What follows belongs to an exercise in optimizing a design on an open flow for small area; a production flow would make more cautious choices. In this exercise RTL edits were held to simulation tests only and were not proved equivalent to the original. Power figures rest on the tool's default switching activity, not on a simulated workload.

File: flow/design.v
package gamePkg;
   localparam int coordBits = 11;
   localparam int fracBits = 4;
   localparam int speedBits = 10;
   typedef struct packed {
      logic up;
      logic down;
      logic right;
      logic left;
   } padKeys_t;
   typedef struct packed {
      logic signed [coordBits-1:0] x;
      logic signed [coordBits-1:0] y;
   } position_t;
   typedef enum logic [2:0] {
      dirNone,
      dirUp,
      dirDown,
      dirRight,
      dirLeft
   } moveDir_t;
   typedef enum logic {
      waiting,
      moving
   } motionState_t;
   typedef enum logic [2:0] {
      spriteFace   = 3'd0,
      spriteUp1    = 3'd1,
      spriteUp2    = 3'd2,
      spriteRight1 = 3'd3,
      spriteRight2 = 3'd4,
      spriteLeft1  = 3'd5,
      spriteLeft2  = 3'd6
   } sprite_t;
   typedef struct packed {
      position_t pos;
      sprite_t   sprite;
   } playerView_t;
   localparam position_t player1Start = {11'sd128, 11'sd128};
   localparam position_t player2Start = {11'sd448, 11'sd448};
   localparam logic [speedBits-1:0] speed1Reset = 10'd16;
   localparam logic [speedBits-1:0] speed2Reset = 10'd3;
   typedef enum logic [2:0] {
      addrSpeed1 = 3'd0,
      addrSpeed2 = 3'd1,
      addrPos1   = 3'd2,
      addrPos2   = 3'd3,
      addrFrames = 3'd4
   } regAddr_t;
endpackage
package videoPkg;
   localparam int timingBits = 12;
   typedef struct packed {
      logic sof;
      logic eof;
   } frameSync_t;
endpackage
`timescale 1ns/1ps
module frameTimer
(
   input  logic       clk,
   input  logic       reset_n,
   output logic       eof,
   output logic       sof,
   output logic       step1,
   output logic       upd1,
   output logic       step2,
   output logic       upd2
);
   logic [8:0] cnt;
   logic [9:0] inc;
   logic       top;
   assign inc = {1'b0, cnt} + 10'd1;
   always_ff @(posedge clk or negedge reset_n)
   begin
      if (!reset_n)
         cnt <= 9'd28;
      else
         cnt <= {inc[8:6], inc[5] | inc[9], inc[4:0]};
   end
   assign top = &cnt[8:3];
   assign eof = top & ~cnt[2] & cnt[1] & cnt[0];
   assign sof = top & cnt[2] & ~cnt[1] & ~cnt[0];
   assign step1 = sof;
   assign upd1 = top & cnt[2] & ~cnt[1] & cnt[0];
   assign step2 = top & cnt[2] & cnt[1] & ~cnt[0];
   assign upd2 = top & cnt[2] & cnt[1] & cnt[0];
endmodule
`timescale 1ns/1ps
module playerMotion
(
   input  logic        clk,
   input  logic        reset_n,
   input  logic        step1,
   input  logic        step2,
   input  logic [3:0]  keys1,
   input  logic [3:0]  keys2,
   input  logic [9:0]  speed1,
   input  logic [9:0]  speed2,
   input  logic [9:0]  speed1Next,
   input  logic [9:0]  speed2Next,
   input  logic        shown1,
   input  logic        shown2,
   output logic [21:0] pos1,
   output logic [21:0] pos2,
   output logic        moving1,
   output logic        moving2,
   output logic        axisY1,
   output logic        axisY2,
   output logic        negDir1,
   output logic        negDir2
);
   logic [5:0] tileX1, tileY1, tileX2, tileY2;
   logic [8:0] offset1, offset2;
   logic [8:0] stride1, stride2;
   logic       sel;
   logic [8:0] offset;
   logic [8:0] stride;
   logic [3:0] keys;
   logic       moving;
   logic       axReg;
   logic       ngReg;
   logic       fast;
   logic [5:0] tileSel;
   logic        anyKey;
   logic        keyAxisY;
   logic        keyNeg;
   logic        curAxisY;
   logic        curNeg;
   logic        active;
   logic [10:0] opA;
   logic [10:0] opB;
   logic [10:0] opBx;
   logic [11:0] cy;
   logic [10:0] sum;
   logic [8:0]  offsetNew;
   logic        done;
   logic        tileInc;
   logic        tileDec;
   logic        tileWrite;
   logic [6:0]  tc;
   logic [5:0]  tileNew;
   assign moving1 = |offset1;
   assign moving2 = |offset2;
   assign sel = step2;
   assign offset = sel ? offset2 : offset1;
   assign stride = sel ? stride2 : stride1;
   assign keys = sel ? keys2 : keys1;
   assign moving = sel ? moving2 : moving1;
   assign axReg = sel ? axisY2 : axisY1;
   assign ngReg = sel ? negDir2 : negDir1;
   assign fast = sel ? speed2[9] : speed1[9];
   assign anyKey = |keys;
   assign keyAxisY = keys[3] | keys[2];
   assign keyNeg = keys[3] | (~keys[2] & ~keys[1] & keys[0]);
   assign curAxisY = moving ? axReg : keyAxisY;
   assign curNeg = moving ? ngReg : keyNeg;
   assign active = (step1 | step2) & (moving | anyKey);
   assign opA = {1'b0, ~moving & curNeg, offset};
   assign opB = {1'b0, ~moving & fast, stride};
   assign opBx = opB ^ {11{curNeg}};
   assign cy[0] = curNeg;
   genvar i;
   generate
      for (i = 0; i < 11; i++)
      begin : g_add
         assign sum[i] = opA[i] ^ opBx[i] ^ cy[i];
         assign cy[i+1] = (opA[i] & opBx[i]) | (cy[i] & (opA[i] ^ opBx[i]));
      end
   endgenerate
   assign done = sum[10] | sum[9];
   assign offsetNew = done ? 9'd0 : sum[8:0];
   assign tileInc = ~curNeg & done;
   assign tileDec = curNeg & ~moving;
   assign tileWrite = active & (tileInc | tileDec);
   always_comb
   begin
      case ({sel, curAxisY})
         2'b00: tileSel = tileX1;
         2'b01: tileSel = tileY1;
         2'b10: tileSel = tileX2;
         default: tileSel = tileY2;
      endcase
   end
   assign tc[0] = 1'b1;
   generate
      for (i = 0; i < 6; i++)
      begin : g_tile
         assign tc[i+1] = tc[i] & (tileSel[i] ^ tileDec);
      end
   endgenerate
   assign tileNew = tileSel ^ tc[5:0];
   always_ff @(posedge clk)
   begin
      if (!moving1 && !shown1)
      begin
         axisY1 <= keys1[3] | keys1[2];
         negDir1 <= keys1[3] | (~keys1[2] & ~keys1[1] & keys1[0]);
      end
      if (!moving2 && !shown2)
      begin
         axisY2 <= keys2[3] | keys2[2];
         negDir2 <= keys2[3] | (~keys2[2] & ~keys2[1] & keys2[0]);
      end
      if (!moving1 && !step1)
         stride1 <= speed1Next[8:0];
      if (!moving2 && !step2)
         stride2 <= speed2Next[8:0];
   end
   always_ff @(posedge clk or negedge reset_n)
   begin
      if (!reset_n)
      begin
         tileX1 <= 6'd4;
         tileY1 <= 6'd4;
         offset1 <= '0;
      end
      else if (step1 && active)
      begin
         offset1 <= offsetNew;
         if (tileWrite & ~curAxisY)
            tileX1 <= tileNew;
         if (tileWrite & curAxisY)
            tileY1 <= tileNew;
      end
   end
   always_ff @(posedge clk or negedge reset_n)
   begin
      if (!reset_n)
      begin
         tileX2 <= 6'd14;
         tileY2 <= 6'd14;
         offset2 <= '0;
      end
      else if (step2 && active)
      begin
         offset2 <= offsetNew;
         if (tileWrite & ~curAxisY)
            tileX2 <= tileNew;
         if (tileWrite & curAxisY)
            tileY2 <= tileNew;
      end
   end
   assign pos1 = {tileX1, offset1[8:4] & {5{~axisY1}}, tileY1, offset1[8:4] & {5{axisY1}}};
   assign pos2 = {tileX2, offset2[8:4] & {5{~axisY2}}, tileY2, offset2[8:4] & {5{axisY2}}};
endmodule
`timescale 1ns/1ps
module spriteAnimator
(
   input  logic       clk,
   input  logic       reset_n,
   input  logic       update,
   input  logic       moving,
   input  logic       axisY,
   input  logic       negDir,
   output logic       shown,
   output logic [2:0] sprite
);
   logic phase;
   always_ff @(posedge clk or negedge reset_n)
   begin
      if (!reset_n)
      begin
         shown <= 1'b0;
         phase <= 1'b0;
      end
      else if (update)
      begin
         shown <= moving;
         phase <= moving & ~phase;
      end
   end
   always_comb
   begin
      sprite = 3'd0;
      if (shown)
         case ({axisY, negDir})
            2'b11: sprite = phase ? 3'd1 : 3'd2;
            2'b00: sprite = phase ? 3'd3 : 3'd4;
            2'b01: sprite = phase ? 3'd5 : 3'd6;
            default: sprite = 3'd0;
         endcase
   end
endmodule
`timescale 1ns/1ps
module gameController
(
   input  logic        clk,
   input  logic        reset_n,
   input  logic        step1,
   input  logic        upd1,
   input  logic        step2,
   input  logic        upd2,
   input  logic [3:0]  pad1,
   input  logic [3:0]  pad2,
   input  logic [9:0]  speed1,
   input  logic [9:0]  speed2,
   input  logic [9:0]  speed1Next,
   input  logic [9:0]  speed2Next,
   output logic [21:0] pos1,
   output logic [21:0] pos2,
   output logic [24:0] view1,
   output logic [24:0] view2
);
   logic moving1, moving2, axis1, axis2, neg1, neg2, shown1, shown2;
   logic [2:0] sprite1, sprite2;
   playerMotion motion
   (
      .clk(clk), .reset_n(reset_n), .step1(step1), .step2(step2), .keys1(pad1),
      .keys2(pad2), .speed1(speed1), .speed2(speed2), .speed1Next(speed1Next),
      .speed2Next(speed2Next), .shown1(shown1), .shown2(shown2), .pos1(pos1),
      .pos2(pos2), .moving1(moving1), .moving2(moving2), .axisY1(axis1),
      .axisY2(axis2), .negDir1(neg1), .negDir2(neg2)
   );
   spriteAnimator anim1
   (
      .clk(clk), .reset_n(reset_n), .update(upd1), .moving(moving1), .axisY(axis1),
      .negDir(neg1), .shown(shown1), .sprite(sprite1)
   );
   spriteAnimator anim2
   (
      .clk(clk), .reset_n(reset_n), .update(upd2), .moving(moving2), .axisY(axis2),
      .negDir(neg2), .shown(shown2), .sprite(sprite2)
   );
   assign view1 = {pos1, sprite1};
   assign view2 = {pos2, sprite2};
endmodule
`timescale 1ns/1ps
module gameRegs
(
   input  logic        clk,
   input  logic        reset_n,
   input  logic        wbCyc,
   input  logic        wbStb,
   input  logic        wbWe,
   input  logic [2:0]  wbAdr,
   input  logic [31:0] wbDatW,
   input  logic        eof,
   input  logic [21:0] pos1,
   input  logic [21:0] pos2,
   output logic [31:0] wbDatR,
   output logic        wbAck,
   output logic [9:0]  speed1,
   output logic [9:0]  speed2,
   output logic [9:0]  speed1Next,
   output logic [9:0]  speed2Next
);
   logic [31:0] frameCount;
   logic        writeNow;
   logic [9:0]  clamped;
   logic [32:0] carry;
   assign carry[0] = eof;
   genvar i;
   generate
      for (i = 0; i < 32; i++)
      begin : g_inc
         assign carry[i+1] = carry[i] & frameCount[i];
      end
   endgenerate
   assign writeNow = wbAck && wbCyc && wbStb && wbWe;
   assign clamped = {wbDatW[9:1], wbDatW[0] | (wbDatW[9:1] == 9'd0)};
   assign speed1Next = (writeNow && wbAdr == 3'd0) ? clamped : speed1;
   assign speed2Next = (writeNow && wbAdr == 3'd1) ? clamped : speed2;
   always_ff @(posedge clk or negedge reset_n)
   begin
      if (!reset_n)
      begin
         wbAck <= 1'b0;
         speed1 <= 10'd16;
         speed2 <= 10'd3;
         frameCount <= '0;
      end
      else
      begin
         wbAck <= wbCyc && wbStb && !wbAck;
         speed1 <= speed1Next;
         speed2 <= speed2Next;
         if (writeNow && wbAdr == 3'd4)
            frameCount <= wbDatW;
         else
            frameCount <= frameCount ^ carry[31:0];
      end
   end
   always_comb
   begin
      case (wbAdr)
         3'd0: wbDatR = {22'd0, speed1};
         3'd1: wbDatR = {22'd0, speed2};
         3'd2: wbDatR = {{5{pos1[21]}}, pos1[21:11], {5{pos1[10]}}, pos1[10:0]};
         3'd3: wbDatR = {{5{pos2[21]}}, pos2[21:11], {5{pos2[10]}}, pos2[10:0]};
         3'd4: wbDatR = frameCount;
         default: wbDatR = '0;
      endcase
   end
endmodule
`timescale 1ns/1ps
module gameTop
(
   input  logic        clk,
   input  logic        reset_n,
   input  logic [3:0]  pad1,
   input  logic [3:0]  pad2,
   input  logic        wbCyc,
   input  logic        wbStb,
   input  logic        wbWe,
   input  logic [2:0]  wbAdr,
   input  logic [31:0] wbDatW,
   output logic [31:0] wbDatR,
   output logic        wbAck,
   output logic [24:0] view1,
   output logic [24:0] view2,
   output logic [1:0]  frameSync
);
   logic eof, sof, step1, upd1, step2, upd2;
   logic [9:0] speed1, speed2, speed1Next, speed2Next;
   logic [21:0] pos1, pos2;
   assign frameSync = {sof, eof};
   frameTimer timer
   (
      .clk(clk), .reset_n(reset_n), .eof(eof), .sof(sof), .step1(step1), .upd1(upd1),
      .step2(step2), .upd2(upd2)
   );
   gameRegs regs
   (
      .clk(clk), .reset_n(reset_n), .wbCyc(wbCyc), .wbStb(wbStb), .wbWe(wbWe),
      .wbAdr(wbAdr), .wbDatW(wbDatW), .eof(eof), .pos1(pos1), .pos2(pos2),
      .wbDatR(wbDatR), .wbAck(wbAck), .speed1(speed1), .speed2(speed2),
      .speed1Next(speed1Next), .speed2Next(speed2Next)
   );
   gameController controller
   (
      .clk(clk), .reset_n(reset_n), .step1(step1), .upd1(upd1), .step2(step2),
      .upd2(upd2), .pad1(pad1), .pad2(pad2), .speed1(speed1), .speed2(speed2),
      .speed1Next(speed1Next), .speed2Next(speed2Next), .pos1(pos1), .pos2(pos2),
      .view1(view1), .view2(view2)
   );
endmodule
File: flow/flow/run.sh
#!/bin/bash
# Standard ORFS layout, with plain buf_1 port buffers and a clock tree built
# from small clock buffers without dummy loads.
bash standard.sh \
  "BUFFER_PORTS_ARGS=-buffer_cell sky130_fd_sc_hd__buf_1" \
  "CTS_ARGS=-sink_clustering_enable -repair_clock_nets -dont_use_dummy_load -sink_clustering_size 30 -sink_clustering_max_diameter 100 -buf_list {sky130_fd_sc_hd__clkbuf_4 sky130_fd_sc_hd__clkbuf_8}" \
  finish > standard_run.log 2>&1
File: flow/standard.sh
#!/bin/bash
# synth_recipe.tcl (not shown) runs the flow's synth.tcl, then flattens the netlist and writes it again
# the make line also repeats each setting of config.mk as NAME=value (left out here)
make -C /OpenROAD-flow-scripts/flow DESIGN_CONFIG=/design/flow/config.mk WORK_HOME=/design/flow/orfs CLKGATE_MAP_FILE= SYNTH_SCRIPT=/design/flow/synth_recipe.tcl "${@:-finish}"
File: flow/config.mk
export PLATFORM = sky130hd
export DESIGN_NAME = gameTop
export DESIGN_NICKNAME = gameTop
export VERILOG_FILES = /design/flow/design.v
export SDC_FILE = /design/flow/constraint.sdc
export NUM_CORES = 4
export LEC_CHECK = 0
export CAP_MARGIN = 20
export CORE_MARGIN = 2
export CORE_UTILIZATION = 40
export SLEW_MARGIN = 20
File: flow/constraint.sdc
create_clock -name core_clock -period 10.0 [get_ports {clk}]
set_input_delay 2.0000 -clock core_clock [delete_from_list [all_inputs] [get_ports {clk}]]
set_output_delay 2.0000 -clock core_clock [all_outputs]
set_load 0.01 [all_outputs]
==> results.tsv, run 1 <==
stage	metric	value	unit
cts	setup bufs post-CTS	0	
cts	CTS Buffer Depth	2	
sta	worst-margin pin slew	1.03	ns
worst_setup_path	slowest CP cell	fa_1	
logic_synthesis	cells after synthesis	695	
worst_setup_path	crit path cell chain	buf_1 > nor2_1 > a21o_1 > mux2_1 > and2_1 > nor2_4 > xor2_1 > fa_1 > fa_1 > fa_1 > fa_1 > fa_1 > inv_1 > fa_1 > inv_1 > fa_1 > fa_1 > inv_1 > fa_1 > a31oi_1 > nor2b_1 > nand3_1 > mux2_2	
logic_synthesis	Seq/Total Area, Yosys	46.0	%
logic_synthesis	Area contributors post-synth	dfrtp_1 32%, edfxtp_1 9.0%, mux2_2 8.3%	
cts	Worst-path clk slew	0.06	ns
sta	unrepaired setup endpoints after global routing	no	
logic_synthesis	Yosys reg bits	130	
cts	Skew-Pair Late Insertion Delay	0.44	ns
logic_synthesis	post-synthesis compound-gate area fraction	10.1	%
status	status	complete, no violations	
global_routing	Tot GR Track Use	20.1	%
logic_synthesis	Post-synth top cells	103 x nand2_1, 94 x dfrtp_1, 54 x mux2_2	
logic_synthesis	post-synth net total	784	
floorplanning	core area	0.0180	mm²
logic_synthesis	Synth Area in Adders	7.90	%
logic_synthesis	Cell Area, Synth	0.00735	mm²
worst_setup_path	Setup CP Type	input port to register	
sta	fmax	127	MHz
logic_synthesis	cell taking the most area after synthesis	dfrtp_1	
placement	Cell Area, Placed	0.00804	mm²
floorplanning	die area	0.0195	mm²
final_layout	Area Growth Syn to Fin	12.5	%
power	Pleak	3.79	nW
cts	cts repair resizes	0	
hold_path	HP Class	register to register	
worst_setup_path	Crit. End Element	register	
routing	Via density	5.30	
final_layout	final std cells w/o fill	1045	
sta	setup tns final	0	ns
routing	Avg WL per Cell	18.1	µm
cts	clock sinks	130	
worst_setup_path	worst-path maximum fanout	11	
worst_setup_path	Required @ worst endpoint	10.31	ns
placement	HPWL Detailed	13900	µm
floorplanning	Starting Density	40.8	%
logic_synthesis	syn avg cell area	10.6	µm²
cts	hold_buf cts	0	
worst_setup_path	Setup crit start kind	input port	
routing	first-pass detailed-route iteration total	5	
logic_synthesis	number of enable flip-flop cells after synthesis	22	
routing	Routed Antenna Nets	0	
global_routing	vias in the first global route	5400	
floorplanning	# rows	49	
power	Peak VDD IR	82.4	µV
logic_synthesis	Synth async-reset ratio	83.1	%
placement	placed insts	1028	
global_routing	largest net degree at the start of global routing	63	
global_routing	first-pass GRT wire length	30200	µm
cts	CTS tree	yes	
worst_setup_path	critical path arrival	8.16	ns
logic_synthesis	XOR/XNOR share of the synthesized area	2.96	%
final_layout	Finished Cell Area	0.00827	mm²
cts	CTS Buf Count	17	
flow_run	Max Cap Viol	0	
final_layout	nets	907	
sta	fin crit period	7.84	ns
placement	I/O Buffers	132	
floorplanning	die height	140	µm
worst_setup_path	critical path's most frequent cell	fa_1	
logic_synthesis	post-synth top area share	32.0	%
logic_synthesis	Synth cell types	61	
logic_synthesis	dominant synthesized flop cell	dfrtp_1	
worst_setup_path	worst path bufs/invs	4	
floorplanning	Die X	140	µm
logic_synthesis	Post-Synth Simple-Gate Area	15.8	%
cts	clock root cell	clkbuf_8	
routing	initial DRC count	411	
global_routing	initial antenna violation count	0	
logic_synthesis	count leader, synth	nand2_1	
sta	Hold Fails Final Rpt	0	
worst_setup_path	crit-path max cell delay	0.43	ns
sta	Slew HR	31.0	%
cts	CTS HTree Levels	4	
final_layout	layout cells sized above 1	13.5	%
logic_synthesis	post-synthesis mux area share	14.3	%
global_routing	GRT Residual Overflow	0	
logic_synthesis	synth warn	4	
final_layout	diodes inserted	0	
routing	# DRC	0	
logic_synthesis	main combinational cell family by area after synthesis	simple AND/OR/NAND/NOR gates	
routing	DRT Wirelength	18900	µm
floorplanning	io pins	133	
power	PwrDens	120	mW/mm²
routing	vias after detailed routing	5535	
sta	final period utilization	78.4	%
sta	Clock Skew	0.0286	ns
placement	Placer Congestion	0.796	
sta	final setup vio count	0	
sta	Max Slew Vio Count	0	
worst_setup_path	delay-heaviest family, CP	adder cells	
## final cells by class
cell class	count	area (µm²)
clock buffers	17	234
fillers	1794	9750
inverters	13	48.8
multi-input cells	517	3770
flip-flops and latches	130	3380
well taps	229	287
repair buffers	139	552
## power breakdown
group / internal, W / switching (W)
sequential: 0.000559 / 0.0000108
combinational: 0.0000395 / 0.0000608
clock: 0.000149 / 0.000174
total: 0.000747 / 0.000245
## metrics by stage
stage,hold WS (ns),setup slack [ns],power (W),util (%)
6_report,0.455,2.16,0.000993,45.9
5_1_grt,0.478,1.79,0.00104,45.9
4_1_cts,0.456,2.12,0.00101,45.9
3_5_place_dp,0.441,1.73,0.000681,44.6
3_3_place_gp,0.442,1.83,0.000679,44.6
2_1_floorplan,0.435,2.50,0.000641,-
## state kept, by name, summed over array words and instances (netlist names)
| name | cells |
|---|---|
| controller.motion.stride2 | 9 |
| controller.motion.axisY2 | 1 |
| controller.motion.negDir2 | 1 |
| regs.speed2 | 10 |
| controller.motion.axisY1 | 1 |
| regs.speed1 | 10 |
| controller.anim1.shown | 1 |
| regs.wbAck | 1 |
| controller.anim2.phase | 1 |
| timer.cnt | 9 |
| controller.motion.stride1 | 9 |
| controller.motion.tileY1 | 6 |
| regs.frameCount | 32 |
| controller.motion.tileX1 | 6 |
| controller.motion.tileY2 | 6 |
| controller.motion.negDir1 | 1 |
| controller.anim2.shown | 1 |
| controller.motion.tileX2 | 6 |
| controller.motion.offset1 | 9 |
| controller.anim1.phase | 1 |
| controller.motion.offset2 | 9 |
## worst reg2reg max path, delay by kind of cell (launching register included)
| family | cells | cell delay, ns |
|---|---|---|
| adders and majority gates | 31 | 6.50 |
| muxes | 1 | 0.25 |
| and+or+nand+nor | 3 | 0.61 |
| DFF | 1 | 0.40 |
## placed cells by master, fill, tap and decap left out, types with 3 or more instances in the layout
master	Yosys	final
buf_4	3	7
edfxtp_1	22	22
nor2_1	39	38
nor2b_1	13	13
a22oi_1	9	9
ha_1	32	32
inv_1	13	13
o31ai_1	4	4
o311ai_0	3	3
o21ai_0	35	35
nand2b_1	4	4
a21oi_1	17	17
or2_2	3	3
nor3_1	9	9
mux2_2	54	54
xnor2_1	11	11
dfstp_2	14	14
nand3_1	17	17
mux2i_1	43	43
fa_1	9	9
xor2_1	12	12
nand4_1	5	5
o22ai_1	5	5
and2_1	14	15
o21ai_1	19	19
buf_1	2	131
nand2_1	103	103
clkbuf_8	0	17
nor4_1	5	4
dfrtp_1	94	94
a21o_1	15	15
## routing by layer
| metal | GRT usage (%) | up-vias | part of all wire (%) |
|---|---|---|---|
| met4 | 4.53 | 0 | 0.91 |
| li1 | - | 2691 | - |
| met1 | 29.1 | 2675 | 49 |
| met5 | 0 | - | 0 |
| met2 | 30.7 | 158 | 45 |
| met3 | 4.92 | 11 | 5.3 |
## cell families (layout without fill, tap and decap cells)
group	Yosys count	count (layout)
AND/OR/NAND/NOR	235	235
flip-flops	130	130
AO/OA/AOI/OAI	119	119
multiplexers	98	98
buffers and inverters	48	169
adder cells (fa/ha/maj)	41	41
XOR/XNOR	24	24
## final timing paths
check,cells after the start,endpoint,slack (ns),startpoint
setup / recovery,23,controller.motion.tileY1[0],2.16,pad2[2]
hold / removal,1,regs.wbAck,0.45,regs.wbAck
setup reg to reg,35,regs.frameCount[30],2.16,timer.cnt[5]
hold reg to reg,1,regs.wbAck,0.45,regs.wbAck
max in group asynchronous,2,regs.speed2[4],7.11,reset_n
min in group asynchronous,1,regs.frameCount[22],1.70,reset_n
==> run 2: changes to the inputs <==
==> flow/flow/run.sh (replaced) <==
#!/bin/bash
# Standard ORFS layout, with plain buf_1 port buffers and a clock tree built
# from small clock buffers without dummy loads.
bash standard.sh \
  "BUFFER_PORTS_ARGS=-buffer_cell sky130_fd_sc_hd__buf_1" \
  "CTS_ARGS=-sink_clustering_enable -repair_clock_nets -dont_use_dummy_load -sink_clustering_size 10 -buf_list {sky130_fd_sc_hd__clkbuf_2 sky130_fd_sc_hd__clkbuf_4}" \
  finish > standard_run.log 2>&1
--- a/flow/config.mk
+++ b/flow/config.mk
@@ -6,6 +6,6 @@
 export NUM_CORES = 4
 export LEC_CHECK = 0
-export CAP_MARGIN = 20
+export CAP_MARGIN = 5
 export CORE_MARGIN = 2
 export CORE_UTILIZATION = 40
-export SLEW_MARGIN = 20
+export SLEW_MARGIN = 5
==> results.tsv, run 2 <==
stage	metric	value	unit	change
global_routing	Tot GR Track Use	20.0	%	-0.077 points
logic_synthesis	count leader, synth	nand2_1		
routing	vias after detailed routing	5558		+0.42%
final_layout	Finished Cell Area	0.00817	mm²	-1.3%
sta	Max Slew Vio Count	0		unchanged
power	PwrDens	112	mW/mm²	-7.1%
logic_synthesis	Cell Area, Synth	0.00735	mm²	unchanged
hold_path	WHS Path Cells	1		unchanged
sta	fin crit period	7.84	ns	-0.00277 ns
final_layout	fillers	1818		+1.3%
final_layout	most common cell after layout, fill and taps aside	buf_1		
flow_run	Max Cap Viol	0		unchanged
logic_synthesis	number of enable flip-flop cells after synthesis	22		unchanged
sta	Fin Hold WS	0.460	ns	+0.00540 ns
power	Peak VDD IR	75.8	µV	-8.1%
sta	setup tns final	0	ns	unchanged
routing	Avg WL per Cell	18.2	µm	+0.50%
worst_setup_path	critical path arrival	8.28	ns	+0.12 ns
cts	clock root cell	clkbuf_4		
final_layout	Multi-input gate area	0.00377	mm²	unchanged
worst_setup_path	slowest CP cell	dfrtp_1		
floorplanning	# rows	49		unchanged
logic_synthesis	Area contributors post-synth	dfrtp_1 32%, edfxtp_1 9.0%, mux2_2 8.3%		
placement	Placer Congestion	0.796		unchanged
worst_setup_path	worst-path maximum fanout	6		-5
placement	HPWL Detailed	13900	µm	about the same
final_layout	Top Registers	regs.frameCount (32), regs.speed1 (10), regs.speed2 (10)		
global_routing	largest net degree at the start of global routing	63		unchanged
sta	unrepaired setup endpoints after global routing	no		
logic_synthesis	Seq/Total Area, Yosys	46.0	%	unchanged
worst_setup_path	Crit. End Element	register		
floorplanning	die height	140	µm	unchanged
hold_path	HP Class	register to register		
floorplanning	io pins	133		unchanged
cts	clock sinks	130		unchanged
logic_synthesis	Post-synth top cells	103 x nand2_1, 94 x dfrtp_1, 54 x mux2_2		
floorplanning	Die X	140	µm	unchanged
cts	hold_buf cts	0		unchanged
global_routing	first-pass GRT wire length	30100	µm	-0.29%
sta	worst-margin pin slew	1.15	ns	+0.126 ns
final_layout	Reg area	0.00338	mm²	unchanged
sta	final setup vio count	0		unchanged
routing	first-pass detailed-route iteration total	5		unchanged
global_routing	initial antenna violation count	1		+1
final_layout	layout cells sized above 1	13.5	%	unchanged
worst_setup_path	Required @ worst endpoint	10.43	ns	+0.12 ns
final_layout	nets	907		unchanged
placement	I/O Buffers	132		unchanged
cts	CTS Buffer Depth	2		unchanged
logic_synthesis	syn avg cell area	10.6	µm²	unchanged
logic_synthesis	Synth async-reset ratio	83.1	%	unchanged
worst_setup_path	Setup CP Type	register to register		
sta	final period utilization	78.4	%	about the same
sta	fmax	128	MHz	about the same
worst_setup_path	Worst R2R Path Depth	35		unchanged
cts	setup bufs post-CTS	0		unchanged
final_layout	commonest cells after routing, fill and taps aside	131 x buf_1, 103 x nand2_1, 94 x dfrtp_1		
logic_synthesis	synth warn	4		unchanged
worst_setup_path	crit-path max cell delay	0.41	ns	-0.02 ns
logic_synthesis	cell taking the most area after synthesis	dfrtp_1		
final_layout	max reg flops	32		unchanged
routing	# DRC	0		unchanged
floorplanning	die area	0.0195	mm²	unchanged
logic_synthesis	post-synth net total	784		unchanged
final_layout	Area Growth Syn to Fin	11.1	%	
global_routing	vias in the first global route	5446		+0.85%
cts	Skew-Pair Late Insertion Delay	0.55	ns	+0.11 ns
worst_setup_path	critical path's most frequent cell	ha_1		
routing	initial DRC count	288		-30%
floorplanning	core area	0.0180	mm²	unchanged
routing	Via density	5.31		+0.32%
logic_synthesis	post-synth top area share	32.0	%	unchanged
sta	Hold Fails Final Rpt	0		unchanged
cts	CTS HTree Levels	4		unchanged
logic_synthesis	cells after synthesis	695		unchanged
power	Pleak	3.75	nW	-1.2%
status	status	complete, no violations		
logic_synthesis	Yosys reg bits	130		unchanged
final_layout	final std cells w/o fill	1046		+0.096%
cts	CTS tree	yes		
cts	CTS Buf Count	17		unchanged
placement	placed insts	1028		unchanged
final_layout	Reg with most FFs	regs.frameCount		
logic_synthesis	Synth cell types	61		unchanged
sta	Slew HR	23.0	%	-8.0 points
routing	Routed Antenna Nets	0		unchanged
cts	Worst-path clk slew	0.10	ns	+0.04 ns
routing	DRT Wirelength	19000	µm	+0.60%
logic_synthesis	dominant synthesized flop cell	dfrtp_1		
sta	Clock Skew	0.0462	ns	+0.0176 ns
cts	cts repair resizes	0		unchanged
worst_setup_path	Setup crit start kind	register		
global_routing	GRT Residual Overflow	0		unchanged
placement	Cell Area, Placed	0.00804	mm²	unchanged
floorplanning	Starting Density	40.8	%	unchanged
[run 2: final timing paths]
check	start	endpoint	slack, ns
worst max register to register	timer.cnt[5]	regs.frameCount[30]	2.16
worst min-delay path	regs.wbAck	regs.wbAck	0.46
worst max-delay path	timer.cnt[5]	regs.frameCount[30]	2.16
max in group asynchronous	reset_n	regs.speed1[5]	7.20
worst min register to register	regs.wbAck	regs.wbAck	0.46
min in group asynchronous	reset_n	regs.frameCount[23]	1.59
[run 2: layer usage]
metal,share of wire [%],track usage [%],vias up
met4,1.9,6.63,0
met3,5.7,4.34,22
met2,44,30.2,181
met1,48,28.7,2659
met5,0,0,-
li1,-,-,2696
[run 2: where the power goes]
part           switching (W)  internal (W)
registers          0.0000110      0.000558
logic              0.0000611     0.0000396
clock network       0.000163     0.0000775
[run 2: final cells by class]
class | count | share of cell area, %
well taps | 229 | 3.51
repair buffers | 139 | 6.76
flip-flops and latches | 130 | 41.4
inverters | 13 | 0.598
diodes | 1 | 0.0306
multi-input cells | 517 | 46.1
clock buffers | 17 | 1.56
[run 2: logic make-up (layout without fill, tap and decap cells)]
family	Yosys count	in the layout	share of synthesized area (%)
other	0	1	0
AND/OR/NAND/NOR	235	235	15.8
buffers and inverters	48	169	2.91
multiplexers	98	98	14.3
AO/OA/AOI/OAI	119	119	10.1
adder cells (fa/ha/maj)	41	41	7.90
flip-flops	130	130	46.0
XOR/XNOR	24	24	2.96
[run 2: per-stage QoR]
stage	utilization (%)	total power, W	worst slack, ns
5_1_grt	45.3	0.000959	1.81
3_3_place_gp	44.6	0.000679	1.83
4_1_cts	45.3	0.000920	2.13
6_report	45.3	0.000911	2.16
3_5_place_dp	44.6	0.000681	1.73
2_1_floorplan	-	0.000641	2.50
[run 2: critical path, delay by kind of cell (launching register included)]
kind | cells | cell delay (ns)
adder cells (fa/ha/maj) | 31 | 6.47
flip-flops | 1 | 0.41
multiplexers | 1 | 0.25
AND/OR/NAND/NOR | 3 | 0.63
==> run 3: changes to the inputs <==
--- a/flow/flow/run.sh
+++ b/flow/flow/run.sh
@@ -5,3 +5,4 @@
   "BUFFER_PORTS_ARGS=-buffer_cell sky130_fd_sc_hd__buf_1" \
   "CTS_ARGS=-sink_clustering_enable -repair_clock_nets -dont_use_dummy_load -sink_clustering_size 10 -buf_list {sky130_fd_sc_hd__clkbuf_2 sky130_fd_sc_hd__clkbuf_4}" \
+  RECOVER_POWER=100 \
   finish > standard_run.log 2>&1
--- a/flow/config.mk
+++ b/flow/config.mk
@@ -6,6 +6,6 @@
 export NUM_CORES = 4
 export LEC_CHECK = 0
-export CAP_MARGIN = 5
+export CAP_MARGIN = 20
 export CORE_MARGIN = 2
 export CORE_UTILIZATION = 40
-export SLEW_MARGIN = 5
+export SLEW_MARGIN = 20
==> results.tsv, run 3 <==
stage	metric	value	unit	change
logic_synthesis	Area contributors post-synth	dfrtp_1 32%, edfxtp_1 9.0%, mux2_2 8.3%		
hold_path	HP Class	register to register		
final_layout	layout cells sized above 1	9.80	%	-3.7 points
global_routing	GRT Residual Overflow	0		unchanged
logic_synthesis	synth warn	4		unchanged
logic_synthesis	syn avg cell area	10.6	µm²	unchanged
final_layout	Multi-input gate area	0.00372	mm²	-1.2%
routing	initial DRC count	344		+19%
flow_run	Max Cap Viol	4		+4
floorplanning	io pins	133		unchanged
floorplanning	Die X	140	µm	unchanged
global_routing	largest net degree at the start of global routing	63		unchanged
global_routing	vias in the first global route	5446		unchanged
logic_synthesis	cell taking the most area after synthesis	dfrtp_1		
logic_synthesis	number of enable flip-flop cells after synthesis	22		unchanged
sta	Slew HR	-123	%	-150 points
logic_synthesis	post-synthesis compound-gate area fraction	10.1	%	unchanged
cts	clock sinks	130		unchanged
logic_synthesis	cells after synthesis	695		unchanged
floorplanning	Starting Density	40.8	%	unchanged
cts	CTS tree	yes		
logic_synthesis	dominant synthesized flop cell	dfrtp_1		
routing	vias after detailed routing	5592		+0.61%
final_layout	max reg flops	32		unchanged
floorplanning	# rows	49		unchanged
final_layout	Top Registers	regs.frameCount (32), regs.speed1 (10), regs.speed2 (10)		
worst_setup_path	Setup CP Type	input port to register		
routing	Avg WL per Cell	18.2	µm	about the same
logic_synthesis	post-synth net total	784		unchanged
worst_setup_path	worst-path maximum fanout	11		+5
cts	CTS Buffer Depth	2		unchanged
worst_setup_path	Setup crit start kind	input port		
logic_synthesis	Synth Area in Adders	7.90	%	unchanged
power	Pleak	3.72	nW	-0.67%
logic_synthesis	Seq/Total Area, Yosys	46.0	%	unchanged
routing	first-pass detailed-route iteration total	5		unchanged
sta	fmax	120	MHz	-5.7%
routing	DRT Wirelength	19000	µm	about the same
sta	Max Slew Vio Count	170		+170
worst_setup_path	critical path arrival	8.72	ns	+0.44 ns
power	Final Power	0.000909	W	-0.18%
cts	cts repair resizes	0		unchanged
global_routing	first-pass GRT wire length	30100	µm	unchanged
cts	CTS Buf Count	17		unchanged
cts	Skew-Pair Late Insertion Delay	0.54	ns	about the same
floorplanning	core area	0.0180	mm²	unchanged
sta	Fin Hold WS	0.463	ns	+0.00256 ns
placement	Cell Area, Placed	0.00804	mm²	unchanged
worst_setup_path	Worst R2R Path Depth	22		-37%
worst_setup_path	Crit. End Element	register		
global_routing	initial antenna violation count	1		unchanged
logic_synthesis	Cell Area, Synth	0.00735	mm²	unchanged
cts	hold_buf cts	0		unchanged
final_layout	Reg with most FFs	regs.frameCount		
floorplanning	die height	140	µm	unchanged
status	status	failed layout checks		
final_layout	most common cell after layout, fill and taps aside	buf_1		
sta	final period utilization	83.2	%	+4.8 points
power	Peak VDD IR	76.0	µV	+0.37%
sta	Hold Fails Final Rpt	0		unchanged
status	layout check failures	capacitance limit, slew limit		
logic_synthesis	Post-synth top cells	103 x nand2_1, 94 x dfrtp_1, 54 x mux2_2		
sta	unrepaired setup endpoints after global routing	no		
final_layout	Area Growth Syn to Fin	10.3	%	
final_layout	Finished Cell Area	0.00811	mm²	-0.74%
routing	# DRC	0		unchanged
cts	setup bufs post-CTS	0		unchanged
worst_setup_path	Critical path destination	controller.motion.tileY1[0]		
logic_synthesis	Synth async-reset ratio	83.1	%	unchanged
logic_synthesis	count leader, synth	nand2_1		
placement	Placer Congestion	0.796		unchanged
placement	Place WS	1.73	ns	unchanged
routing	Routed Antenna Nets	0		unchanged
worst_setup_path	FF-to-FF End	controller.motion.tileY1[0]		
routing	Via density	5.35		+0.61%
global_routing	Tot GR Track Use	20.0	%	unchanged
floorplanning	die area	0.0195	mm²	unchanged
cts	Worst-path clk slew	0.09	ns	about the same
cts	clock root cell	clkbuf_4		
logic_synthesis	post-synth top area share	32.0	%	unchanged
sta	final setup vio count	0		unchanged
logic_synthesis	Synth cell types	61		unchanged
final_layout	fillers	1825		+0.39%
placement	HPWL Detailed	13900	µm	about the same
sta	worst-margin pin slew	3.35	ns	+2.20 ns
sta	Final WS setup	1.68	ns	-0.476 ns
sta	setup tns final	0	ns	unchanged
power	PwrDens	112	mW/mm²	+0.56%
cts	CTS HTree Levels	4		unchanged
logic_synthesis	Post-Synth Simple-Gate Area	15.8	%	unchanged
logic_synthesis	Yosys reg bits	130		unchanged
worst_setup_path	beginning of the critical path	pad2[2]		
sta	fin crit period	8.32	ns	+0.476 ns
logic_synthesis	post-synthesis mux area share	14.3	%	unchanged
logic_synthesis	XOR/XNOR share of the synthesized area	2.96	%	unchanged
worst_setup_path	R2R Setup Slk	1.73	ns	-0.43 ns
placement	I/O Buffers	132		unchanged
worst_setup_path	Required @ worst endpoint	10.41	ns	-0.02 ns
final_layout	Reg area	0.00338	mm²	unchanged
final_layout	nets	907		unchanged
worst_setup_path	r2r startpoint	timer.cnt[3]		
sta	Clock Skew	0.0488	ns	+0.00269 ns
final_layout	commonest cells after routing, fill and taps aside	131 x buf_1, 103 x nand2_1, 94 x dfrtp_1		
logic_synthesis	main combinational cell family by area after synthesis	simple AND/OR/NAND/NOR gates		
## run 3: cell counts after synthesis
No cell type changed its count.
## run 3: critical path: stages
cell and delay, ns:
buf_1 0.11, nor2_1 0.06, a21o_1 0.18, mux2_1 0.36, and2_0 0.31, nor2_1 0.72, xor2_1 0.19, fa_1 0.45
fa_1 0.39, fa_1 0.39, fa_1 0.39, fa_1 0.36, inv_1 0.08, fa_1 0.16, inv_1 0.05, fa_1 0.39
fa_1 0.38, inv_1 0.08, fa_1 0.43, a31oi_1 0.34, nor2b_1 0.22, nand3_1 0.29, mux2_2 0.39
## run 3: cells by family after synthesis
group	Yosys count
mux	98
fa+ha+maj	41
simple gates	235
buf+inv	48
xor+xnor	24
flops	130
compound gates	119
## run 3: cell type report
class	instances	share of cell area, %
tap	229	3.53
inverter	13	0.602
sequential	130	41.7
timing repair buffer	139	6.62
multi-input combinational	517	45.9
antenna	1	0.0309
clock buffer	17	1.57
## run 3: power breakdown
group | internal (W) | leakage (nW) | total, W | switching, W
clock network | 0.0000775 | 0.0782 | 0.000242 | 0.000164
registers | 0.000558 | 1.65 | 0.000569 | 0.0000109
logic | 0.0000385 | 1.99 | 0.0000988 | 0.0000603
## run 3: how the worst min path moves through the flow
stage	startpoint	endpoint	cells after the start
after floorplan	timer.cnt[6]	timer.cnt[6]	1
after global placement	regs.wbAck	regs.wbAck	1
after detailed placement	regs.wbAck	regs.wbAck	1
after CTS	regs.wbAck	regs.wbAck	1
after global routing	regs.wbAck	regs.wbAck	1
final	regs.wbAck	regs.wbAck	1
## run 3: per-stage QoR
stage	utilization, %	std cells
after global routing	45.0	1046
after CTS	45.3	1045
after global placement	44.6	1028
after detailed placement	44.6	1028
after floorplan	-	695
final	45.0	1046
## run 3: metal layers
layer  up-vias  track usage [%]  routed length (µm)
met3        21             4.34                 978
met4         0             6.63                 354
met1      2708             28.7                9180
li1       2695                -                   -
met5         -                0                   0
met2       168             30.2                8500
==> run 4: changes to the inputs <==
--- a/flow/flow/run.sh
+++ b/flow/flow/run.sh
@@ -5,4 +5,3 @@
   "BUFFER_PORTS_ARGS=-buffer_cell sky130_fd_sc_hd__buf_1" \
   "CTS_ARGS=-sink_clustering_enable -repair_clock_nets -dont_use_dummy_load -sink_clustering_size 10 -buf_list {sky130_fd_sc_hd__clkbuf_2 sky130_fd_sc_hd__clkbuf_4}" \
-  RECOVER_POWER=100 \
   finish > standard_run.log 2>&1
==> results.tsv, run 4 <==
stage	metric	value	unit	change
worst_setup_path	beginning of the critical path	timer.cnt[5]		
sta	Fin Hold WS	0.460	ns	-0.00262 ns
final_layout	Reg with most FFs	regs.frameCount		
flow_run	Max Cap Viol	0		-4
logic_synthesis	synth warn	4		unchanged
global_routing	initial antenna violation count	1		unchanged
worst_setup_path	slowest CP cell	dfrtp_1		
final_layout	Top Registers	regs.frameCount (32), regs.speed1 (10), regs.speed2 (10)		
routing	Avg WL per Cell	18.2	µm	about the same
routing	first-pass detailed-route iteration total	5		unchanged
sta	unrepaired setup endpoints after global routing	no		
status	status	complete, no violations		
global_routing	first-pass GRT wire length	30100	µm	unchanged
final_layout	Multi-input gate area	0.00377	mm²	+1.2%
logic_synthesis	cell taking the most area after synthesis	dfrtp_1		
routing	# DRC	0		unchanged
final_layout	most common cell after layout, fill and taps aside	buf_1		
cts	clock sinks	130		unchanged
logic_synthesis	Synth cell types	61		unchanged
logic_synthesis	post-synth net total	784		unchanged
sta	Max Slew Vio Count	0		-100%
final_layout	fillers	1818		-0.38%
final_layout	commonest cells after routing, fill and taps aside	131 x buf_1, 103 x nand2_1, 94 x dfrtp_1		
sta	setup tns final	0	ns	unchanged
sta	Clock Skew	0.0462	ns	-0.00269 ns
routing	Via density	5.32		-0.54%
floorplanning	core area	0.0180	mm²	unchanged
routing	vias after detailed routing	5562		-0.54%
final_layout	nets	907		unchanged
power	Pleak	3.75	nW	+0.70%
floorplanning	die height	140	µm	unchanged
routing	initial DRC count	286		-17%
worst_setup_path	Crit. End Element	register		
logic_synthesis	cells after synthesis	695		unchanged
global_routing	GRT Residual Overflow	0		unchanged
placement	Placer Congestion	0.796		unchanged
worst_setup_path	r2r startpoint	timer.cnt[5]		
floorplanning	# rows	49		unchanged
floorplanning	Die X	140	µm	unchanged
sta	worst-margin pin slew	1.01	ns	-2.34 ns
worst_setup_path	critical path's most frequent cell	ha_1		
final_layout	Area Growth Syn to Fin	11.1	%	
hold_path	Worst Hold Launch	regs.wbAck		
sta	fin crit period	7.84	ns	-0.476 ns
worst_setup_path	Setup crit start kind	register		
final_layout	layout cells sized above 1	13.5	%	+3.7 points
routing	Routed Antenna Nets	0		unchanged
final_layout	Reg area	0.00338	mm²	unchanged
floorplanning	io pins	133		unchanged
logic_synthesis	Yosys reg bits	130		unchanged
final_layout	max reg flops	32		unchanged
cts	cts repair resizes	0		unchanged
sta	Slew HR	32.1	%	+160 points
logic_synthesis	dominant synthesized flop cell	dfrtp_1		
worst_setup_path	worst-path maximum fanout	6		-5
sta	Hold Fails Final Rpt	0		unchanged
global_routing	largest net degree at the start of global routing	63		unchanged
cts	setup bufs post-CTS	0		unchanged
worst_setup_path	critical path arrival	8.28	ns	-0.44 ns
cts	CTS Buf Count	17		unchanged
global_routing	Tot GR Track Use	20.0	%	unchanged
floorplanning	die area	0.0195	mm²	unchanged
logic_synthesis	Synth async-reset ratio	83.1	%	unchanged
cts	Skew-Pair Late Insertion Delay	0.55	ns	about the same
logic_synthesis	Area contributors post-synth	dfrtp_1 32%, edfxtp_1 9.0%, mux2_2 8.3%		
logic_synthesis	number of enable flip-flop cells after synthesis	22		unchanged
worst_setup_path	Setup CP Type	register to register		
logic_synthesis	count leader, synth	nand2_1		
placement	HPWL Detailed	13900	µm	unchanged
sta	final setup vio count	0		unchanged
worst_setup_path	crit-path max cell delay	0.41	ns	-0.31 ns
power	Peak VDD IR	75.8	µV	-0.36%
global_routing	vias in the first global route	5446		unchanged
logic_synthesis	Cell Area, Synth	0.00735	mm²	unchanged
routing	DRT Wirelength	19000	µm	about the same
logic_synthesis	post-synth top area share	32.0	%	unchanged
hold_path	HP Class	register to register		
cts	CTS tree	yes		
floorplanning	Starting Density	40.8	%	unchanged
power	PwrDens	112	mW/mm²	-0.56%
cts	hold_buf cts	0		unchanged
logic_synthesis	Seq/Total Area, Yosys	46.0	%	unchanged
logic_synthesis	Post-synth top cells	103 x nand2_1, 94 x dfrtp_1, 54 x mux2_2		
cts	CTS Buffer Depth	2		unchanged
sta	final period utilization	78.4	%	-4.8 points
worst_setup_path	Required @ worst endpoint	10.43	ns	+0.02 ns
cts	clock root cell	clkbuf_4		
cts	Worst-path clk slew	0.10	ns	about the same
logic_synthesis	syn avg cell area	10.6	µm²	unchanged
cts	CTS HTree Levels	4		unchanged
sta	fmax	128	MHz	+6.1%
placement	I/O Buffers	132		unchanged
run 4: final timing paths:
kind | end | slack [ns] | cells past startpoint
max | regs.frameCount[30] | 2.16 | 35
min | regs.wbAck | 0.46 | 1
max reg2reg | regs.frameCount[30] | 2.16 | 35
min reg2reg | regs.wbAck | 0.46 | 1
max in group asynchronous | regs.speed1[5] | 7.20 | 2
min in group asynchronous | regs.frameCount[23] | 1.59 | 1
run 4: metal layers:
layer / vias up / track usage [%] / part of all wire [%]
met4: 0 / 6.63 / 1.9
met1: 2663 / 28.7 / 48
li1: 2696 / - / -
met2: 181 / 30.2 / 44
met5: - / 0 / 0
met3: 22 / 4.34 / 5.5
run 4: cell families after synthesis:
logic type               synth area share, %
buffers and inverters                   2.91
XOR/XNOR                                2.96
multiplexers                            14.3
adder cells (fa/ha/maj)                 7.90
flip-flops                              46.0
AND/OR/NAND/NOR                         15.8
AO/OA/AOI/OAI                           10.1
run 4: cell type report:
type | instances | share of cell area (%)
multi-input combinational | 517 | 46.1
clock buffer | 17 | 1.56
sequential | 130 | 41.4
antenna | 1 | 0.0306
inverter | 13 | 0.598
timing repair buffer | 139 | 6.76
tap | 229 | 3.51
run 4: worst max-delay path: cells and delay by family (launching register included):
kind,cells,cell delay (ns)
multiplexers,1,0.25
flip-flops,1,0.41
adder cells (fa/ha/maj),31,6.47
AND/OR/NAND/NOR,3,0.63
run 4: where the power goes:
| group | switching, W | internal, W |
|---|---|---|
| clock network | 0.000163 | 0.0000775 |
| logic | 0.0000611 | 0.0000396 |
| registers | 0.0000109 | 0.000558 |
run 4: stage by stage:
| stage | total power, W | worst slack [ns] | std cells | area, µm² | util, % |
|---|---|---|---|---|---|
| final | 0.000911 | 2.16 | 1046 | 8170 | 45.3 |
| after global placement | 0.000679 | 1.83 | 1028 | 8040 | 44.6 |
| after global routing | 0.000959 | 1.81 | 1046 | 8170 | 45.3 |
| after CTS | 0.000920 | 2.13 | 1045 | 8160 | 45.3 |
| after floorplan | 0.000641 | 2.50 | 695 | 7350 | - |
| after detailed placement | 0.000681 | 1.73 | 1028 | 8040 | 44.6 |
==> run 5: changes to the inputs <==
--- a/flow/config.mk
+++ b/flow/config.mk
@@ -8,4 +8,4 @@
 export CAP_MARGIN = 20
 export CORE_MARGIN = 2
-export CORE_UTILIZATION = 40
+export CORE_UTILIZATION = 60
 export SLEW_MARGIN = 20
==> results.tsv, run 5 <==
stage	metric	value	unit	change
worst_setup_path	Worst R2R Path Depth	35		unchanged
cts	CTS Buf Count	17		unchanged
worst_setup_path	Required @ worst endpoint	10.44	ns	about the same
routing	# DRC	0		unchanged
sta	setup tns final	0	ns	unchanged
global_routing	largest net degree at the start of global routing	79		+25%
sta	Final WS setup	2.08	ns	-0.0786 ns
hold_path	WHS Path Cells	1		unchanged
worst_setup_path	r2r startpoint	timer.cnt[5]		
floorplanning	Die X	115	µm	-18%
final_layout	max reg flops	32		unchanged
placement	placed insts	946		-8.0%
floorplanning	core area	0.0120	mm²	-34%
logic_synthesis	cells after synthesis	695		unchanged
logic_synthesis	Seq/Total Area, Yosys	46.0	%	unchanged
final_layout	Top Registers	regs.frameCount (32), regs.speed1 (10), regs.speed2 (10)		
routing	DRT Wirelength	19000	µm	about the same
cts	cts repair resizes	0		unchanged
power	Peak VDD IR	105	µV	+38%
routing	vias after detailed routing	5792		+4.1%
sta	worst-margin pin slew	1.03	ns	+0.0211 ns
logic_synthesis	Yosys reg bits	130		unchanged
cts	CTS tree	yes		
worst_setup_path	crit-path max cell delay	0.42	ns	about the same
floorplanning	die height	115	µm	-18%
worst_setup_path	beginning of the critical path	timer.cnt[5]		
hold_path	Worst Hold Launch	regs.wbAck		
routing	first-pass detailed-route iteration total	5		unchanged
worst_setup_path	Crit. End Element	register		
routing	Avg WL per Cell	19.7	µm	+8.4%
worst_setup_path	R2R Setup Slk	2.08	ns	-0.08 ns
floorplanning	io pins	133		unchanged
worst_setup_path	Setup CP Type	register to register		
placement	Placer Congestion	0.888		+12%
cts	Worst-path clk slew	0.11	ns	about the same
logic_synthesis	Synth cell types	61		unchanged
floorplanning	die area	0.0132	mm²	-32%
power	PwrDens	113	mW/mm²	+1.4%
sta	Clock Skew	0.0389	ns	-0.00726 ns
final_layout	Reg area	0.00338	mm²	unchanged
sta	Fin Hold WS	0.460	ns	-0.000684 ns
cts	hold_buf cts	0		unchanged
placement	I/O Buffers	132		unchanged
sta	final setup vio count	0		unchanged
status	status	complete, no violations		
hold_path	HP Class	register to register		
logic_synthesis	dominant synthesized flop cell	dfrtp_1		
sta	Hold Fails Final Rpt	0		unchanged
sta	final period utilization	79.2	%	+0.79 points
logic_synthesis	count leader, synth	nand2_1		
global_routing	initial antenna violation count	0		-1
logic_synthesis	cell taking the most area after synthesis	dfrtp_1		
power	Pleak	3.76	nW	+0.33%
logic_synthesis	synth warn	4		unchanged
final_layout	Area Growth Syn to Fin	9.99	%	
cts	clock root cell	clkbuf_4		
worst_setup_path	Worst path depth	35		unchanged
worst_setup_path	delay-heaviest family, CP	adder cells		
global_routing	vias in the first global route	5735		+5.3%
worst_setup_path	critical path arrival	8.36	ns	+0.08 ns
final_layout	diodes inserted	0		-1
logic_synthesis	post-synth net total	784		unchanged
logic_synthesis	Area contributors post-synth	dfrtp_1 32%, edfxtp_1 9.0%, mux2_2 8.3%		
global_routing	GRT Residual Overflow	0		unchanged
routing	Via density	6.01		+13%
logic_synthesis	post-synth top area share	32.0	%	unchanged
logic_synthesis	Cell Area, Synth	0.00735	mm²	unchanged
sta	Slew HR	30.7	%	-1.4 points
cts	clock sinks	130		unchanged
worst_setup_path	worst-path maximum fanout	6		unchanged
final_layout	Reg with most FFs	regs.frameCount		
logic_synthesis	Synth async-reset ratio	83.1	%	unchanged
final_layout	fillers	1009		-44%
routing	Routed Antenna Nets	0		unchanged
final_layout	nets	908		+0.11%
global_routing	Tot GR Track Use	30.0	%	+10 points
placement	HPWL Detailed	13800	µm	-0.57%
sta	fin crit period	7.92	ns	+0.0786 ns
sta	fmax	126	MHz	-0.99%
cts	setup bufs post-CTS	0		unchanged
cts	Skew-Pair Late Insertion Delay	0.55	ns	about the same
logic_synthesis	syn avg cell area	10.6	µm²	unchanged
sta	unrepaired setup endpoints after global routing	no		
final_layout	most common cell after layout, fill and taps aside	buf_1		
worst_setup_path	slowest CP cell	dfrtp_1		
final_layout	Multi-input gate area	0.00376	mm²	-0.13%
cts	CTS HTree Levels	4		unchanged
final_layout	final std cells w/o fill	964		-7.8%
routing	initial DRC count	467		+63%
placement	Place WS	1.74	ns	+0.0156 ns
final_layout	layout cells sized above 1	13.6	%	+0.11 points
worst_setup_path	worst path bufs/invs	0		unchanged
worst_setup_path	critical path's most frequent cell	ha_1		
global_routing	first-pass GRT wire length	29800	µm	-1.1%
floorplanning	# rows	40		-18%
floorplanning	Starting Density	61.4	%	+21 points
flow_run	Max Cap Viol	0		unchanged
cts	CTS Buffer Depth	2		unchanged
logic_synthesis	Post-synth top cells	103 x nand2_1, 94 x dfrtp_1, 54 x mux2_2		
sta	Max Slew Vio Count	0		unchanged
logic_synthesis	number of enable flip-flop cells after synthesis	22		unchanged
final_layout	commonest cells after routing, fill and taps aside	131 x buf_1, 103 x nand2_1, 94 x dfrtp_1		
worst_setup_path	Setup crit start kind	register		
## run 5: cell counts after synthesis
No cell type changed its count.
## run 5: final timing paths
kind | end
max in group asynchronous | regs.speed2[1]
worst max register to register | regs.frameCount[30]
worst max-delay path | regs.frameCount[30]
min in group asynchronous | controller.motion.offset1[0]
worst min register to register | regs.wbAck
worst min-delay path | regs.wbAck
## run 5: final cells by class
class | count | share of cell area [%]
Tap cell | 147 | 2.28
Timing Repair Buffer | 140 | 7.17
Sequential cell | 130 | 41.8
Inverter | 13 | 0.604
Clock buffer | 17 | 1.58
Multi-Input combinational cell | 517 | 46.6
## run 5: report_power, final
| group | internal [W] | total (W) | leakage, nW | switching [W] |
|---|---|---|---|---|
| sequential | 0.000558 | 0.000570 | 1.65 | 0.0000117 |
| combinational | 0.0000413 | 0.000103 | 2.03 | 0.0000618 |
| clock | 0.0000775 | 0.000241 | 0.0782 | 0.000164 |
| total | 0.000677 | 0.000914 | 3.76 | 0.000237 |
## run 5: cells by family (layout without fill, tap and decap cells)
| kind of cell | count (synthesis) | in the layout | share of synthesized area [%] |
|---|---|---|---|
| AO/OA/AOI/OAI | 119 | 119 | 10.1 |
| XOR/XNOR | 24 | 24 | 2.96 |
| adder cells (fa/ha/maj) | 41 | 41 | 7.90 |
| buffers and inverters | 48 | 170 | 2.91 |
| flip-flops | 130 | 130 | 46.0 |
| multiplexers | 98 | 98 | 14.3 |
| AND/OR/NAND/NOR | 235 | 235 | 15.8 |
## run 5: metal layers
metal	share of wire [%]	wire, µm	vias up	GRT usage, %
li1	-	-	2693	-
met1	41	7860	2788	38.8
met2	48	9160	267	48.8
met3	7.6	1440	44	7.83
met4	2.8	529	0	11.4
met5	0	0	-	0
## run 5: through the flow
step	cell area, µm²	utilization (%)	total power (W)
2_1_floorplan	7350	-	0.000641
3_3_place_gp	7930	66.3	0.000676
3_5_place_dp	7930	66.3	0.000682
4_1_cts	8060	67.4	0.000920
5_1_grt	8080	67.6	0.000952
6_report	8080	67.6	0.000914
==> run 6: changes to the inputs <==
==> flow/flow/run.sh (replaced) <==
#!/bin/bash
# Standard ORFS layout, with plain buf_1 port buffers and a clock tree built
# from small clock buffers without dummy loads.
bash standard.sh \
  "BUFFER_PORTS_ARGS=-buffer_cell sky130_fd_sc_hd__buf_1" \
  "CTS_ARGS=-sink_clustering_enable -repair_clock_nets -dont_use_dummy_load -root_buf sky130_fd_sc_hd__clkbuf_8 -buf_list {sky130_fd_sc_hd__clkbuf_4}" \
  finish > standard_run.log 2>&1
--- a/flow/config.mk
+++ b/flow/config.mk
@@ -8,4 +8,4 @@
 export CAP_MARGIN = 20
 export CORE_MARGIN = 2
-export CORE_UTILIZATION = 60
+export CORE_UTILIZATION = 40
 export SLEW_MARGIN = 20
==> results.tsv, run 6 <==
stage	metric	value	unit	change
status	status	complete, no violations		
logic_synthesis	Seq/Total Area, Yosys	46.0	%	unchanged
logic_synthesis	post-synth top area share	32.0	%	unchanged
final_layout	layout cells sized above 1	13.5	%	-0.11 points
global_routing	vias in the first global route	5454		-4.9%
worst_setup_path	Setup CP Type	input port to register		
placement	Cell Area, Placed	0.00804	mm²	+1.4%
power	internal power	0.000681	W	+0.60%
logic_synthesis	main combinational cell family by area after synthesis	simple AND/OR/NAND/NOR gates		
floorplanning	Die X	140	µm	+22%
logic_synthesis	post-synth net total	784		unchanged
flow_run	Max Cap Viol	0		unchanged
final_layout	max reg flops	32		unchanged
logic_synthesis	Synth Area in Adders	7.90	%	unchanged
cts	Skew-Pair Late Insertion Delay	0.43	ns	-0.12 ns
routing	vias after detailed routing	5530		-4.5%
global_routing	largest net degree at the start of global routing	63		-20%
floorplanning	die area	0.0195	mm²	+48%
placement	Placer Congestion	0.796		-10%
logic_synthesis	Area contributors post-synth	dfrtp_1 32%, edfxtp_1 9.0%, mux2_2 8.3%		
final_layout	nets	907		-0.11%
final_layout	fillers	1813		+80%
sta	Clock Skew	0.0494	ns	+0.0105 ns
cts	cts repair resizes	0		unchanged
logic_synthesis	Post-Synth Simple-Gate Area	15.8	%	unchanged
final_layout	diodes inserted	0		unchanged
sta	final period utilization	78.7	%	-0.45 points
placement	placed insts	1028		+8.7%
sta	fin crit period	7.87	ns	-0.0451 ns
final_layout	Top Registers	regs.frameCount (32), regs.speed1 (10), regs.speed2 (10)		
power	Pleak	3.75	nW	-0.26%
power	sw frac	25.6	%	-0.41 points
placement	I/O Buffers	132		unchanged
logic_synthesis	Synth cell types	61		unchanged
cts	Worst-path clk slew	0.09	ns	-0.02 ns
sta	setup tns final	0	ns	unchanged
logic_synthesis	Cell Area, Synth	0.00735	mm²	unchanged
logic_synthesis	Yosys reg bits	130		unchanged
logic_synthesis	Post-synth top cells	103 x nand2_1, 94 x dfrtp_1, 54 x mux2_2		
routing	first-pass detailed-route iteration total	4		-1
worst_setup_path	Crit. End Element	register		
worst_setup_path	critical path arrival	8.17	ns	-0.19 ns
routing	initial DRC count	327		-30%
floorplanning	io pins	133		unchanged
worst_setup_path	Required @ worst endpoint	10.30	ns	-0.14 ns
floorplanning	Starting Density	40.8	%	-21 points
cts	clock sinks	130		unchanged
final_layout	commonest cells after routing, fill and taps aside	131 x buf_1, 103 x nand2_1, 94 x dfrtp_1		
placement	HPWL Detailed	13900	µm	+0.58%
logic_synthesis	synth warn	4		unchanged
cts	CTS tree	yes		
routing	Routed Antenna Nets	0		unchanged
logic_synthesis	post-synthesis mux area share	14.3	%	unchanged
global_routing	Tot GR Track Use	20.0	%	-10 points
routing	# DRC	0		unchanged
final_layout	most common cell after layout, fill and taps aside	buf_1		
power	PwrDens	112	mW/mm²	-1.0%
global_routing	GRT Residual Overflow	0		unchanged
power	Comb power frac	11.0	%	-0.3 points
logic_synthesis	post-synthesis compound-gate area fraction	10.1	%	unchanged
cts	setup bufs post-CTS	0		unchanged
floorplanning	# rows	49		+23%
sta	fmax	127	MHz	+0.57%
final_layout	Layout Utilization	45.3	%	-22 points
floorplanning	core area	0.0180	mm²	+51%
floorplanning	die height	140	µm	+22%
worst_setup_path	Setup crit start kind	input port		
cts	CTS Buffer Depth	2		unchanged
final_layout	Finished Cell Area	0.00817	mm²	+1.1%
worst_setup_path	worst-path maximum fanout	11		+5
routing	Avg WL per Cell	18.1	µm	-8.3%
sta	unrepaired setup endpoints after global routing	no		
power	Peak VDD IR	75.8	µV	-28%
global_routing	initial antenna violation count	0		unchanged
logic_synthesis	count leader, synth	nand2_1		
cts	clock root cell	clkbuf_8		
sta	Max Slew Vio Count	0		unchanged
power	Clk network pwr share	26.8	%	+0.4 points
logic_synthesis	syn avg cell area	10.6	µm²	unchanged
sta	Slew HR	31.4	%	+0.67 points
sta	Fin Hold WS	0.461	ns	+0.00149 ns
cts	hold_buf cts	0		unchanged
logic_synthesis	number of enable flip-flop cells after synthesis	22		unchanged
sta	worst-margin pin slew	1.02	ns	-0.0100 ns
logic_synthesis	cells after synthesis	695		unchanged
final_layout	Reg with most FFs	regs.frameCount		
logic_synthesis	cell taking the most area after synthesis	dfrtp_1		
final_layout	Area Growth Syn to Fin	11.2	%	
final_layout	final std cells w/o fill	1045		+8.4%
logic_synthesis	dominant synthesized flop cell	dfrtp_1		
sta	final setup vio count	0		unchanged
sta	Hold Fails Final Rpt	0		unchanged
routing	Via density	5.29		-12%
routing	DRT Wirelength	18900	µm	-0.62%
hold_path	HP Class	register to register		
power	P_sw	0.000234	W	-1.5%
logic_synthesis	XOR/XNOR share of the synthesized area	2.96	%	unchanged
global_routing	first-pass GRT wire length	30300	µm	+1.6%
power	Seq pwr share	62.2	%	about the same
logic_synthesis	Synth async-reset ratio	83.1	%	unchanged
cts	CTS Buf Count	17		unchanged
cts	CTS HTree Levels	4		unchanged
## run 6: cell counts after synthesis
Identical to the previous run, type by type.
## run 6: power by group through the flow
stage / sequential (W) / clock (W) / combinational, W
final: 0.000569 / 0.000245 / 0.000100
after global routing: 0.000572 / 0.000279 / 0.000114
after CTS: 0.000569 / 0.000257 / 0.000102
after detailed placement: 0.000579 / 0 / 0.000101
after global placement: 0.000579 / 0 / 0.000101
after floorplan: 0.000576 / 0 / 0.0000643
## run 6: critical path: stages
cell and delay [ns]:
buf_1 0.11, nor2_1 0.06, a21o_1 0.18, mux2_1 0.35, and2_1 0.29, nor2_4 0.31
xor2_1 0.14, fa_1 0.42, fa_1 0.39, fa_1 0.39, fa_1 0.39, fa_1 0.36
inv_1 0.08, fa_1 0.16, inv_1 0.05, fa_1 0.37, fa_1 0.36, inv_1 0.07
fa_1 0.43, a31oi_1 0.34, nor2b_1 0.21, nand3_1 0.31, mux2_2 0.39
## run 6: worst paths after layout
| path | start | to | slack, ns | depth (start not counted) |
|---|---|---|---|---|
| max in group asynchronous | reset_n | regs.speed2[4] | 7.07 | 2 |
| hold reg to reg | regs.wbAck | regs.wbAck | 0.46 | 1 |
| min in group asynchronous | reset_n | regs.frameCount[23] | 1.71 | 1 |
| setup reg to reg | timer.cnt[5] | regs.frameCount[30] | 2.17 | 35 |
| setup / recovery | pad2[2] | controller.motion.tileY1[0] | 2.13 | 23 |
| hold / removal | regs.wbAck | regs.wbAck | 0.46 | 1 |
## run 6: per-stage QoR
stage                     setup slack [ns]  power, W
after global routing                  1.77  0.000965
final                                 2.13  0.000915
after floorplan                       2.50  0.000641
after CTS                             2.13  0.000928
after detailed placement              1.73  0.000681
after global placement                1.83  0.000679
## run 6: logic make-up (layout without fill, tap and decap cells)
logic type,count (synthesis),in the layout
mux,98,98
fa+ha+maj,41,41
buf+inv,48,169
flops,130,130
compound gates,119,119
simple gates,235,235
xor+xnor,24,24
## run 6: layer usage
layer	wire, µm	up-vias	track usage (%)
met5	0	-	0
met4	257	0	5.68
met3	1010	16	4.68
met2	8460	174	30.5
met1	9140	2653	28.8
li1	-	2687	-
## run 6: final cells by class
| type | instances | area (µm²) | area share [%] |
|---|---|---|---|
| repair buffers | 139 | 552 | 6.75 |
| inverters | 13 | 48.8 | 0.597 |
| well taps | 229 | 287 | 3.51 |
| clock buffers | 17 | 134 | 1.64 |
| multi-input cells | 517 | 3770 | 46.1 |
| flip-flops and latches | 130 | 3380 | 41.4 |

==> separate check: timing with driven ports <==
The results above use ideal ports. As a check the final layouts listed here were re-extracted and re-timed, cells and wires unchanged. Step 1 (the two cells are an assumption about what drives the block):
set clk [get_ports {clk}]
set_driving_cell -lib_cell sky130_fd_sc_hd__clkbuf_16 $clk
set_driving_cell -lib_cell sky130_fd_sc_hd__buf_2 [delete_from_list [all_inputs] $clk]
Step 2 also shifts input and output timing later by t, the mid clock arrival at the registers, as if the neighbouring blocks saw the same clock. Slacks: no drivers / after step 1 / after step 2; pairs: no drivers / after step 1.
run | t, ns | setup WS [ns] | hold slack, ns | latest minus earliest clock arrival (ns) | worst register clock-pin slew, ns
run 1 | 0.469 | 2.156 / 2.158 / 1.704 | 0.455 / 0.455 / 0.455 | 0.029 / 0.029 | 0.08 / 0.08
run 2 | 0.561 | 2.158 / 2.158 / 1.643 | 0.460 / 0.460 / 0.460 | 0.047 / 0.046 | 0.12 / 0.12
run 3 | 0.557 | 1.682 / 1.695 / 1.137 | 0.463 / 0.463 / 0.463 | 0.049 / 0.049 | 0.12 / 0.12
run 4 | 0.561 | 2.159 / 2.159 / 1.643 | 0.460 / 0.460 / 0.460 | 0.047 / 0.046 | 0.12 / 0.12
run 5 | 0.567 | 2.080 / 2.080 / 1.726 | 0.460 / 0.460 / 0.460 | 0.039 / 0.039 | 0.12 / 0.12
run 6 | 0.446 | 2.125 / 2.142 / 1.696 | 0.461 / 0.461 / 0.461 | 0.050 / 0.050 | 0.12 / 0.12
The setup slack of run 3, which loses most, moves by +0.013 ns with the drivers and by -0.545 ns with both steps.
